From an optimization exercise on the open Yosys and OpenROAD flow, aimed at small area and a short achievable clock period; shortcuts taken in it are not production practice.
At most, simulation tests tie the RTL to the original design; equivalence was not proved.
Power and IR drop assume default switching activity.

## job 5056
==> module spawn_shaper, before the edit <==
module spawn_shaper (
    input  spawn_pkg::spawn_rand_u                  rand_word,
    input  logic [7:0]                              height_rem,  
    output logic [5:0]                              width_rem,   
    output logic [playfield_pkg::y_bits-1:0]        top,
    output logic [playfield_pkg::y_bits-1:0]        bottom,
    output logic [5:0]                              wait_steps   
);
    logic [7:0] b0, b2, b3;
    logic [6:0] t0;      
    logic [7:0] t2;      
    logic [5:0] m0;      
    logic [7:0] m1;      
    logic [6:0] m2;      
    logic [5:0] eo;      
    logic [1:0] zone;
    assign b0 = rand_word.byte_view.width;
    assign b2 = rand_word.byte_view.gap;
    assign b3 = rand_word.byte_view.placement;
    assign zone = rand_word.edge_view.zone;
    assign t0 = 7'(b0[5:0]) + 7'(3 * b0[7:6]);
    assign t2 = 8'(b2[6:0]) + (b2[7] ? 8'd27 : 8'd0);
    assign m0 = (t0 >= 7'd61) ? 6'(t0 - 7'd61) : 6'(t0);
    assign m1 = height_rem;
    assign m2 = (t2 >= 8'd101) ? 7'(t2 - 8'd101) : 7'(t2);
    assign eo = (b3[5:0] >= 6'd60) ? b3[5:0] - 6'd60 : b3[5:0];
    assign width_rem  = m0;
    assign wait_steps = 6'd20 + 6'((m2 + 7'd3) >> 2);
    logic [7:0] v;
    logic [8:0] a;
    assign v = zone[1] ? b3 : {2'b00, eo};
    assign a = 9'(m1) + 9'(v);
    always_comb begin
        if (zone == spawn_pkg::zone_lower) begin
            top    = 9'd440 - a;
            bottom = 9'd460 - 9'(v);
        end else begin
            top    = 9'd20 + 9'(v);
            bottom = 9'd40 + a;
        end
    end
endmodule
==> module obstacle_slots, before the edit <==
module obstacle_slots #(
    parameter int NUM_OBSTACLES = 10
) (
    input  logic                                                   clk,
    input  logic                                                   rst_n,
    input  logic                                                   clear,
    input  logic                                                   advance,
    input  logic [NUM_OBSTACLES-1:0]                               pick,
    input  logic [1:0]                                             right_lo,
    input  logic [7:0]                                             right_hi,
    input  logic [playfield_pkg::y_bits-1:0]                       top,
    input  logic [playfield_pkg::y_bits-1:0]                       bottom,
    output logic [NUM_OBSTACLES-1:0]                               active,
    output logic                                                   retire,
    output logic [NUM_OBSTACLES-1:0][playfield_pkg::x_bits-1:0]    box_left,
    output logic [NUM_OBSTACLES-1:0][playfield_pkg::x_bits-1:0]    box_right,
    output logic [NUM_OBSTACLES-1:0][playfield_pkg::y_bits-1:0]    box_top,
    output logic [NUM_OBSTACLES-1:0][playfield_pkg::y_bits-1:0]    box_bottom
);
    localparam int y_w = playfield_pkg::y_bits;
    logic [NUM_OBSTACLES-1:0] visible;
    logic [NUM_OBSTACLES-1:0] hidden;    
    logic [NUM_OBSTACLES-1:0] at_zero;
    logic [7:0]               left_n  [NUM_OBSTACLES];
    logic [7:0]               right_n [NUM_OBSTACLES];
    logic [1:0]               rlo_n   [NUM_OBSTACLES];
    logic [y_w-1:0]           top_n   [NUM_OBSTACLES];
    logic [y_w-1:0]           bot_n   [NUM_OBSTACLES];
    always_comb begin
        for (int i = 0; i < NUM_OBSTACLES; i++) begin
            at_zero[i] = (left_n[i] == 8'hff);
        end
    end
    assign retire = |(active & at_zero);
    always_ff @(posedge clk or negedge rst_n) begin
        if (!rst_n) begin
            active  <= '0;
            visible <= '0;
            hidden  <= '1;
        end else if (clear) begin
            active  <= '0;
            visible <= '0;
            hidden  <= '1;
        end else if (advance) begin
            active  <= pick | (active & ~at_zero);
            visible <= active & ~at_zero;
            hidden  <= ~active | at_zero;
        end
    end
    always_ff @(posedge clk) begin
        for (int i = 0; i < NUM_OBSTACLES; i++) begin
            if (advance) begin
                left_n[i]  <= pick[i] ? ~8'd160   : left_n[i] + 8'd1;
                right_n[i] <= pick[i] ? ~right_hi : right_n[i] + 8'd1;
            end
            if (pick[i]) begin
                rlo_n[i] <= ~right_lo;
                top_n[i] <= ~top;
                bot_n[i] <= ~bottom;
            end
        end
    end
    function automatic logic [9:0] show(input logic [9:0] edge_n, input logic [9:0] sentinel,
                                        input logic vis, input logic hid);
        for (int b = 0; b < 10; b++) begin
            show[b] = sentinel[b] ? ~(vis & edge_n[b]) : ~(hid | edge_n[b]);
        end
    endfunction
    always_comb begin
        for (int i = 0; i < NUM_OBSTACLES; i++) begin
            box_left[i]   = show({left_n[i], 2'b11}, 10'(playfield_pkg::x_offscreen),
                                 visible[i], hidden[i]);
            box_right[i]  = show({right_n[i], rlo_n[i]}, 10'(playfield_pkg::x_offscreen),
                                 visible[i], hidden[i]);
            box_top[i]    = y_w'(show(10'(top_n[i]), 10'(playfield_pkg::y_offscreen),
                                      visible[i], hidden[i]));
            box_bottom[i] = y_w'(show(10'(bot_n[i]), 10'(playfield_pkg::y_offscreen),
                                      visible[i], hidden[i]));
        end
    end
endmodule
==> flow/config.mk <==
export PLATFORM = sky130hd
export DESIGN_NAME = obstacle_field
export DESIGN_NICKNAME = obstacle_field
export VERILOG_FILES = /design/flow/design.v
export SDC_FILE = /design/flow/constraint.sdc
export NUM_CORES = 4
export LEC_CHECK = 0
export CAP_MARGIN = 20
export CORE_MARGIN = 2
export CORE_UTILIZATION = 60
export CTS_BUF_LIST = sky130_fd_sc_hd__clkbuf_16
export CTS_CLUSTER_DIAMETER = 80
export CTS_CLUSTER_SIZE = 30
export SLEW_MARGIN = 20
==> flow/constraint.sdc <==
create_clock -name core_clock -period 13.0 [get_ports {clk}]
set_input_delay 2.6000 -clock core_clock [delete_from_list [all_inputs] [get_ports {clk}]]
set_output_delay 2.6000 -clock core_clock [all_outputs]
set_load 0.01 [all_outputs]
standard.sh (not shown) runs the stock make flow with config.mk's settings and CLKGATE_MAP_FILE= SYNTH_SCRIPT=/design/flow/synth_recipe.tcl, a recipe that flattens the netlist after the stock synthesis.
==> flow/flow/run.sh <==
#!/bin/bash
# Standard layout, with the smallest buffer on every port, timing repair
# aiming at a shorter period than the constraint asks, and the tie cells of
# the constant outputs paired (one conb_1 drives a HI and a LO port).
set -euo pipefail
export BUFFER_PORTS_ARGS="-buffer_cell sky130_fd_sc_hd__buf_1"
export SETUP_SLACK_MARGIN=8.8
results="$PWD/orfs/results/sky130hd/obstacle_field/base"
bash standard.sh "$results/3_3_place_gp.odb" > standard_place.log 2>&1
TIE_ODB="$results/3_3_place_gp.odb" openroad -no_init -no_splash -exit flow/merge_ties.tcl > merge_ties.log 2>&1
bash standard.sh > standard.log 2>&1
==> flow/flow/merge_ties.tcl <==
# Pair the tie cells that each drive one constant output port: one conb_1 has
# both a HI and a LO pin, so each LO tie cell's port moves to the LO pin of the
# nearest HI tie cell, and the emptied cell is removed.
set odb_file $::env(TIE_ODB)
read_db $odb_file
set block [ord::get_db_block]

proc port_xy {net} {
  set bt [lindex [$net getBTerms] 0]
  set bb [$bt getBBox]
  return [list [expr {([$bb xMin] + [$bb xMax]) / 2}] [expr {([$bb yMin] + [$bb yMax]) / 2}]]
}

set his {}
set los {}
foreach inst [$block getInsts] {
  if {[[$inst getMaster] getName] ne "sky130_fd_sc_hd__conb_1"} { continue }
  set hnet [[$inst findITerm HI] getNet]
  set lnet [[$inst findITerm LO] getNet]
  if {$hnet ne "NULL" && $lnet eq "NULL" && [llength [$hnet getBTerms]] == 1 && [llength [$hnet getITerms]] == 1} {
    lappend his [list $inst [port_xy $hnet]]
  } elseif {$lnet ne "NULL" && $hnet eq "NULL" && [llength [$lnet getBTerms]] == 1 && [llength [$lnet getITerms]] == 1} {
    lappend los [list $inst [port_xy $lnet]]
  }
}
puts "tie cells: [llength $his] HI, [llength $los] LO"

set merged 0
foreach lo $los {
  lassign $lo linst lxy
  set best -1
  set bestd 0
  set i 0
  foreach hi $his {
    lassign $hi hinst hxy
    set d [expr {abs([lindex $hxy 0] - [lindex $lxy 0]) + abs([lindex $hxy 1] - [lindex $lxy 1])}]
    if {$best < 0 || $d < $bestd} { set best $i; set bestd $d }
    incr i
  }
  if {$best < 0} { break }
  set hinst [lindex [lindex $his $best] 0]
  set his [lreplace $his $best $best]
  set it [$linst findITerm LO]
  set net [$it getNet]
  $it disconnect
  [$hinst findITerm LO] connect $net
  odb::dbInst_destroy $linst
  incr merged
  puts "merged [$net getName] at distance [expr {$bestd / 1000.0}] um"
}
puts "merged $merged tie cells"
write_db $odb_file
What job 9915 does differently from job 5056 at the input level:
-- flow/design.v --
<<< job 5056, line 95
    logic [7:0] b0, b2, b3;
    logic [6:0] t0;      
    logic [7:0] t2;      
    logic [5:0] m0;      
    logic [7:0] m1;      
    logic [6:0] m2;      
    logic [5:0] eo;      
    logic [1:0] zone;
>>> job 9915, line 95
    logic [7:0] b0, b2, b3;
    logic [6:0] t0;      
    logic [5:0] m0;      
    logic [7:0] m1;      
    logic [5:0] eo;      
    logic [1:0] zone;
<<< job 5056, line 106
    assign zone = rand_word.edge_view.zone;
    assign t0 = 7'(b0[5:0]) + 7'(3 * b0[7:6]);
    assign t2 = 8'(b2[6:0]) + (b2[7] ? 8'd27 : 8'd0);
    assign m0 = (t0 >= 7'd61) ? 6'(t0 - 7'd61) : 6'(t0);
    assign m1 = height_rem;
    assign m2 = (t2 >= 8'd101) ? 7'(t2 - 8'd101) : 7'(t2);
    assign eo = (b3[5:0] >= 6'd60) ? b3[5:0] - 6'd60 : b3[5:0];
    assign width_rem  = m0;
    assign wait_steps = 6'd20 + 6'((m2 + 7'd3) >> 2);
    logic [7:0] v;
    logic [8:0] a;
>>> job 9915, line 104
    assign zone = rand_word.edge_view.zone;
    assign t0 = 7'(b0[5:0]) + 7'(3 * b0[7:6]);
    assign m0 = (t0 >= 7'd61) ? 6'(t0 - 7'd61) : 6'(t0);
    assign m1 = height_rem;
    assign eo = (b3[5:0] >= 6'd60) ? b3[5:0] - 6'd60 : b3[5:0];
    assign width_rem  = m0;
    logic [5:0] gh;
    logic [1:0] gl;
    logic       q1, q2;
    logic [5:0] gk;
    logic       gc;
    assign gh = b2[7:2];
    assign gl = b2[1:0];
    assign q1 = (gh > 6'd25) || (gh == 6'd25 && gl != 2'd0);    
    assign q2 = (gh > 6'd50) || (gh == 6'd50 && gl[1]);        
    always_comb begin
        if (q2) begin
            gk = 6'd34;      
            gc = (gl == 2'd3);
        end else if (q1) begin
            gk = 6'd59;      
            gc = gl[1];
        end else begin
            gk = 6'd20;
            gc = (gl != 2'd0);
        end
    end
    assign wait_steps = gh + gk + 6'(gc);
    logic [7:0] v;
    logic [8:0] a;
<<< job 5056, line 150
    localparam int y_w = playfield_pkg::y_bits;
    logic [NUM_OBSTACLES-1:0] visible;
    logic [NUM_OBSTACLES-1:0] hidden;    
    logic [NUM_OBSTACLES-1:0] at_zero;
    logic [7:0]               left_n  [NUM_OBSTACLES];
>>> job 9915, line 167
    localparam int y_w = playfield_pkg::y_bits;
    logic [NUM_OBSTACLES-1:0] visible;
    logic [NUM_OBSTACLES-1:0] at_zero;
    logic [7:0]               left_n  [NUM_OBSTACLES];
<<< job 5056, line 167
            active  <= '0;
            visible <= '0;
            hidden  <= '1;
        end else if (clear) begin
            active  <= '0;
            visible <= '0;
            hidden  <= '1;
        end else if (advance) begin
            active  <= pick | (active & ~at_zero);
            visible <= active & ~at_zero;
            hidden  <= ~active | at_zero;
        end
    end
    always_ff @(posedge clk) begin
        for (int i = 0; i < NUM_OBSTACLES; i++) begin
            if (advance) begin
                left_n[i]  <= pick[i] ? ~8'd160   : left_n[i] + 8'd1;
                right_n[i] <= pick[i] ? ~right_hi : right_n[i] + 8'd1;
>>> job 9915, line 183
            active  <= '0;
            visible <= '0;
        end else if (clear) begin
            active  <= '0;
            visible <= '0;
        end else if (advance) begin
            active  <= pick | (active & ~at_zero);
            visible <= active & ~at_zero;
        end
    end
    always_ff @(posedge clk) begin
        for (int i = 0; i < NUM_OBSTACLES; i++) begin
            if (advance && (active[i] || pick[i])) begin
                left_n[i]  <= pick[i] ? ~8'd160   : left_n[i] + 8'd1;
                right_n[i] <= pick[i] ? ~right_hi : right_n[i] + 8'd1;
<<< job 5056, line 192
    end
    function automatic logic [9:0] show(input logic [9:0] edge_n, input logic [9:0] sentinel,
                                        input logic vis, input logic hid);
        for (int b = 0; b < 10; b++) begin
            show[b] = sentinel[b] ? ~(vis & edge_n[b]) : ~(hid | edge_n[b]);
        end
    endfunction
>>> job 9915, line 205
    end
    function automatic logic [9:0] show(input logic [9:0] edge_n, input logic [9:0] sentinel,
                                        input logic vis);
        for (int b = 0; b < 10; b++) begin
            show[b] = sentinel[b] ? ~(vis & edge_n[b]) : (vis & ~edge_n[b]);
        end
    endfunction
<<< job 5056, line 200
        for (int i = 0; i < NUM_OBSTACLES; i++) begin
            box_left[i]   = show({left_n[i], 2'b11}, 10'(playfield_pkg::x_offscreen),
                                 visible[i], hidden[i]);
            box_right[i]  = show({right_n[i], rlo_n[i]}, 10'(playfield_pkg::x_offscreen),
                                 visible[i], hidden[i]);
            box_top[i]    = y_w'(show(10'(top_n[i]), 10'(playfield_pkg::y_offscreen),
                                      visible[i], hidden[i]));
            box_bottom[i] = y_w'(show(10'(bot_n[i]), 10'(playfield_pkg::y_offscreen),
                                      visible[i], hidden[i]));
        end
    end
>>> job 9915, line 213
        for (int i = 0; i < NUM_OBSTACLES; i++) begin
            box_left[i]   = show({left_n[i], 2'b11}, 10'(playfield_pkg::x_offscreen),
                                 visible[i]);
            box_right[i]  = show({right_n[i], rlo_n[i]}, 10'(playfield_pkg::x_offscreen),
                                 visible[i]);
            box_top[i]    = y_w'(show(10'(top_n[i]), 10'(playfield_pkg::y_offscreen),
                                      visible[i]));
            box_bottom[i] = y_w'(show(10'(bot_n[i]), 10'(playfield_pkg::y_offscreen),
                                      visible[i]));
        end
    end
Results
- Job 9915 vs job 5056, total power density per cell area went down by 5.2 mW/mm^2.
- Compound-gate portion of the synthesized area ends up lower on job 9915.
- Job 9915: critical path depth higher than job 5056
- Against job 5056, job 9915 comes in 0.43 um higher on average wire per cell in the routed design.
- Post-CTS setup buffer count came out higher on job 9915 than on job 5056.
- Job 5056 → job 9915: cell area decreased 0.70%, static leakage shows a reduction of about 0.35%, portion of the layout cell area used by clock cells has remained practically unchanged, final wirelength has increased.
Function not checked in job 9915: the RTL went through the layout flow alone.

Another version of the RTL of obstacle_field (not shown whole).
Size: roughly 1700 cells after synthesis, about 400 I/O pins, about 18000 sq um of cells after synthesis.
Design obstacle_field, start of the top module:
module obstacle_field #(
    parameter int NUM_OBSTACLES = 10,
    parameter int SCROLL_SPEED  = 4
) (
    input  logic                                                   clk,
    input  logic                                                   rst_n,
    input  logic [1:0]                                             gamemode,
    output logic [playfield_pkg::score_bits-1:0]                   score,
    output logic [NUM_OBSTACLES-1:0][playfield_pkg::x_bits-1:0]    box_left,
    output logic [NUM_OBSTACLES-1:0][playfield_pkg::x_bits-1:0]    box_right,
    output logic [NUM_OBSTACLES-1:0][playfield_pkg::y_bits-1:0]    box_top,
    output logic [NUM_OBSTACLES-1:0][playfield_pkg::y_bits-1:0]    box_bottom
);
==> module obstacle_slots, before the edit <==
module obstacle_slots #(
    parameter int NUM_OBSTACLES = 10
) (
    input  logic                                                   clk,
    input  logic                                                   rst_n,
    input  logic                                                   clear,
    input  logic                                                   advance,
    input  logic                                                   pause,
    input  logic [NUM_OBSTACLES-1:0]                               pick,
    input  logic [1:0]                                             right_lo,
    input  logic [7:0]                                             right_hi,
    input  logic [playfield_pkg::y_bits-1:0]                       top,
    input  logic [playfield_pkg::y_bits-1:0]                       bottom,
    output logic [NUM_OBSTACLES-1:0]                               active,
    output logic                                                   retire,
    output logic [NUM_OBSTACLES-1:0][playfield_pkg::x_bits-1:0]    box_left,
    output logic [NUM_OBSTACLES-1:0][playfield_pkg::x_bits-1:0]    box_right,
    output logic [NUM_OBSTACLES-1:0][playfield_pkg::y_bits-1:0]    box_top,
    output logic [NUM_OBSTACLES-1:0][playfield_pkg::y_bits-1:0]    box_bottom
);
    localparam int y_w = playfield_pkg::y_bits;
    logic [NUM_OBSTACLES-1:0] visible;
    logic [NUM_OBSTACLES-1:0] at_zero;
    logic [7:0]               left_n  [NUM_OBSTACLES];
    logic [7:0]               right_n [NUM_OBSTACLES];
    logic [1:0]               rlo_n   [NUM_OBSTACLES];
    logic [y_w-1:0]           top_n   [NUM_OBSTACLES];
    logic [y_w-1:0]           bot_n   [NUM_OBSTACLES];
    always_comb begin
        for (int i = 0; i < NUM_OBSTACLES; i++) begin
            at_zero[i] = (left_n[i] == 8'hff);
        end
    end
    assign retire = |(active & at_zero);
    always_ff @(posedge clk or negedge rst_n) begin
        if (!rst_n) begin
            active  <= '0;
            visible <= '0;
        end else if (clear) begin
            active  <= '0;
            visible <= '0;
        end else if (advance) begin
            active  <= pick | (active & ~at_zero);
            visible <= active & ~at_zero;
        end
    end
    always_ff @(posedge clk) begin
        for (int i = 0; i < NUM_OBSTACLES; i++) begin
            if (!pause) begin
                if (pick[i]) begin
                    left_n[i] <= ~8'd175;
                end else if (active[i] && !visible[i]) begin
                    left_n[i] <= ~8'd159;
                end else begin
                    left_n[i] <= left_n[i] + 8'd1;
                end
                right_n[i] <= pick[i] ? ~right_hi : right_n[i] + 8'd1;
            end
            if (pick[i]) begin
                rlo_n[i] <= ~right_lo;
                top_n[i] <= ~top;
                bot_n[i] <= ~bottom;
            end
        end
    end
    function automatic logic [9:0] show(input logic [9:0] edge_n, input logic [9:0] sentinel,
                                        input logic vis);
        for (int b = 0; b < 10; b++) begin
            show[b] = sentinel[b] ? ~(vis & edge_n[b]) : (vis & ~edge_n[b]);
        end
    endfunction
    always_comb begin
        for (int i = 0; i < NUM_OBSTACLES; i++) begin
            box_left[i]   = show({left_n[i], 2'b11}, 10'(playfield_pkg::x_offscreen),
                                 active[i]);
            box_right[i]  = show({right_n[i], rlo_n[i]}, 10'(playfield_pkg::x_offscreen),
                                 visible[i]);
            box_top[i]    = y_w'(show(10'(top_n[i]), 10'(playfield_pkg::y_offscreen),
                                      visible[i]));
            box_bottom[i] = y_w'(show(10'(bot_n[i]), 10'(playfield_pkg::y_offscreen),
                                      visible[i]));
        end
    end
endmodule
clock: 13.0 ns
lec_check: 0
cap_margin: 0
core_margin: 2
core_utilization: 65
cts_buf_list: sky130_fd_sc_hd__clkbuf_16
cts_cluster_diameter: 80
cts_cluster_size: 30
slew_margin: 0
Scripts as last shown in full above: flow/flow/run.sh, flow/flow/merge_ties.tcl
The starting point went through all stages and came out clean.
Change:
--- a/flow/design.v
+++ b/flow/design.v
@@ -192,11 +192,5 @@
         for (int i = 0; i < NUM_OBSTACLES; i++) begin
             if (!pause) begin
-                if (pick[i]) begin
-                    left_n[i] <= ~8'd175;
-                end else if (active[i] && !visible[i]) begin
-                    left_n[i] <= ~8'd159;
-                end else begin
-                    left_n[i] <= left_n[i] + 8'd1;
-                end
+                left_n[i]  <= pick[i] ? ~8'd160   : left_n[i] + 8'd1;
                 right_n[i] <= pick[i] ? ~right_hi : right_n[i] + 8'd1;
             end
@@ -217,5 +211,5 @@
         for (int i = 0; i < NUM_OBSTACLES; i++) begin
             box_left[i]   = show({left_n[i], 2'b11}, 10'(playfield_pkg::x_offscreen),
-                                 active[i]);
+                                 visible[i]);
             box_right[i]  = show({right_n[i], rlo_n[i]}, 10'(playfield_pkg::x_offscreen),
                                  visible[i]);
After rerunning:
- The new run ran to the end with no violations
- total power decreases by 0.79%
- register-to-register slack degrades by 50 ps
- via count decreases by 4.7%
- area after synthesis decreases by 1.6%
- cell area decreases by 1.5%
- non-clock buffer count increases by 3
- setup slack improves by 24 ps
- utilization increases by 0.67 points
- wire length decreases by 2.3%
- first-iteration DRC count decreases by 1.2%
- hold slack improves by 5.3 ps
- clock power decreases by about 1%
- clock-buffer cell count increases by 1
- combinational power decreases by about 4%
The RTL of the first run of this note was laid out without a check of its function.

==> separate check: timing with driven ports <==
No port has a modelled driver above. Below, the same layouts with a new extraction and two added sets of constraints.
Step 1 assumes that a clkbuf_16 drives the clock port and a buf_2 every other input.
Step 2 times the ports against the registers' clock, not the clock port: input delays grow and output delays shrink by t, the midpoint of the rising clock arrivals with the driver on.
Three values: no drivers, after step 1, after step 2; two values: the first two.
| run | shift t [ns] | slack for setup (ns) | worst setup path at the end |
|---|---|---|---|
| job 5056 | 0.562 | 8.850 / 8.798 / 8.407 | input to register |
| job 9915 | 0.575 | 8.839 / 8.789 / 8.281 | input to register |
| the first run of note 2 | 0.572 | 8.806 / 8.755 / 8.492 | input to register |
| the second run of note 2 | 0.575 | 8.830 / 8.780 / 8.466 | input to register |
After both steps setup and hold are still met in every run listed. The setup slack of job 9915, which loses most, moves by -0.050 ns with the drivers and by -0.558 ns with both steps.
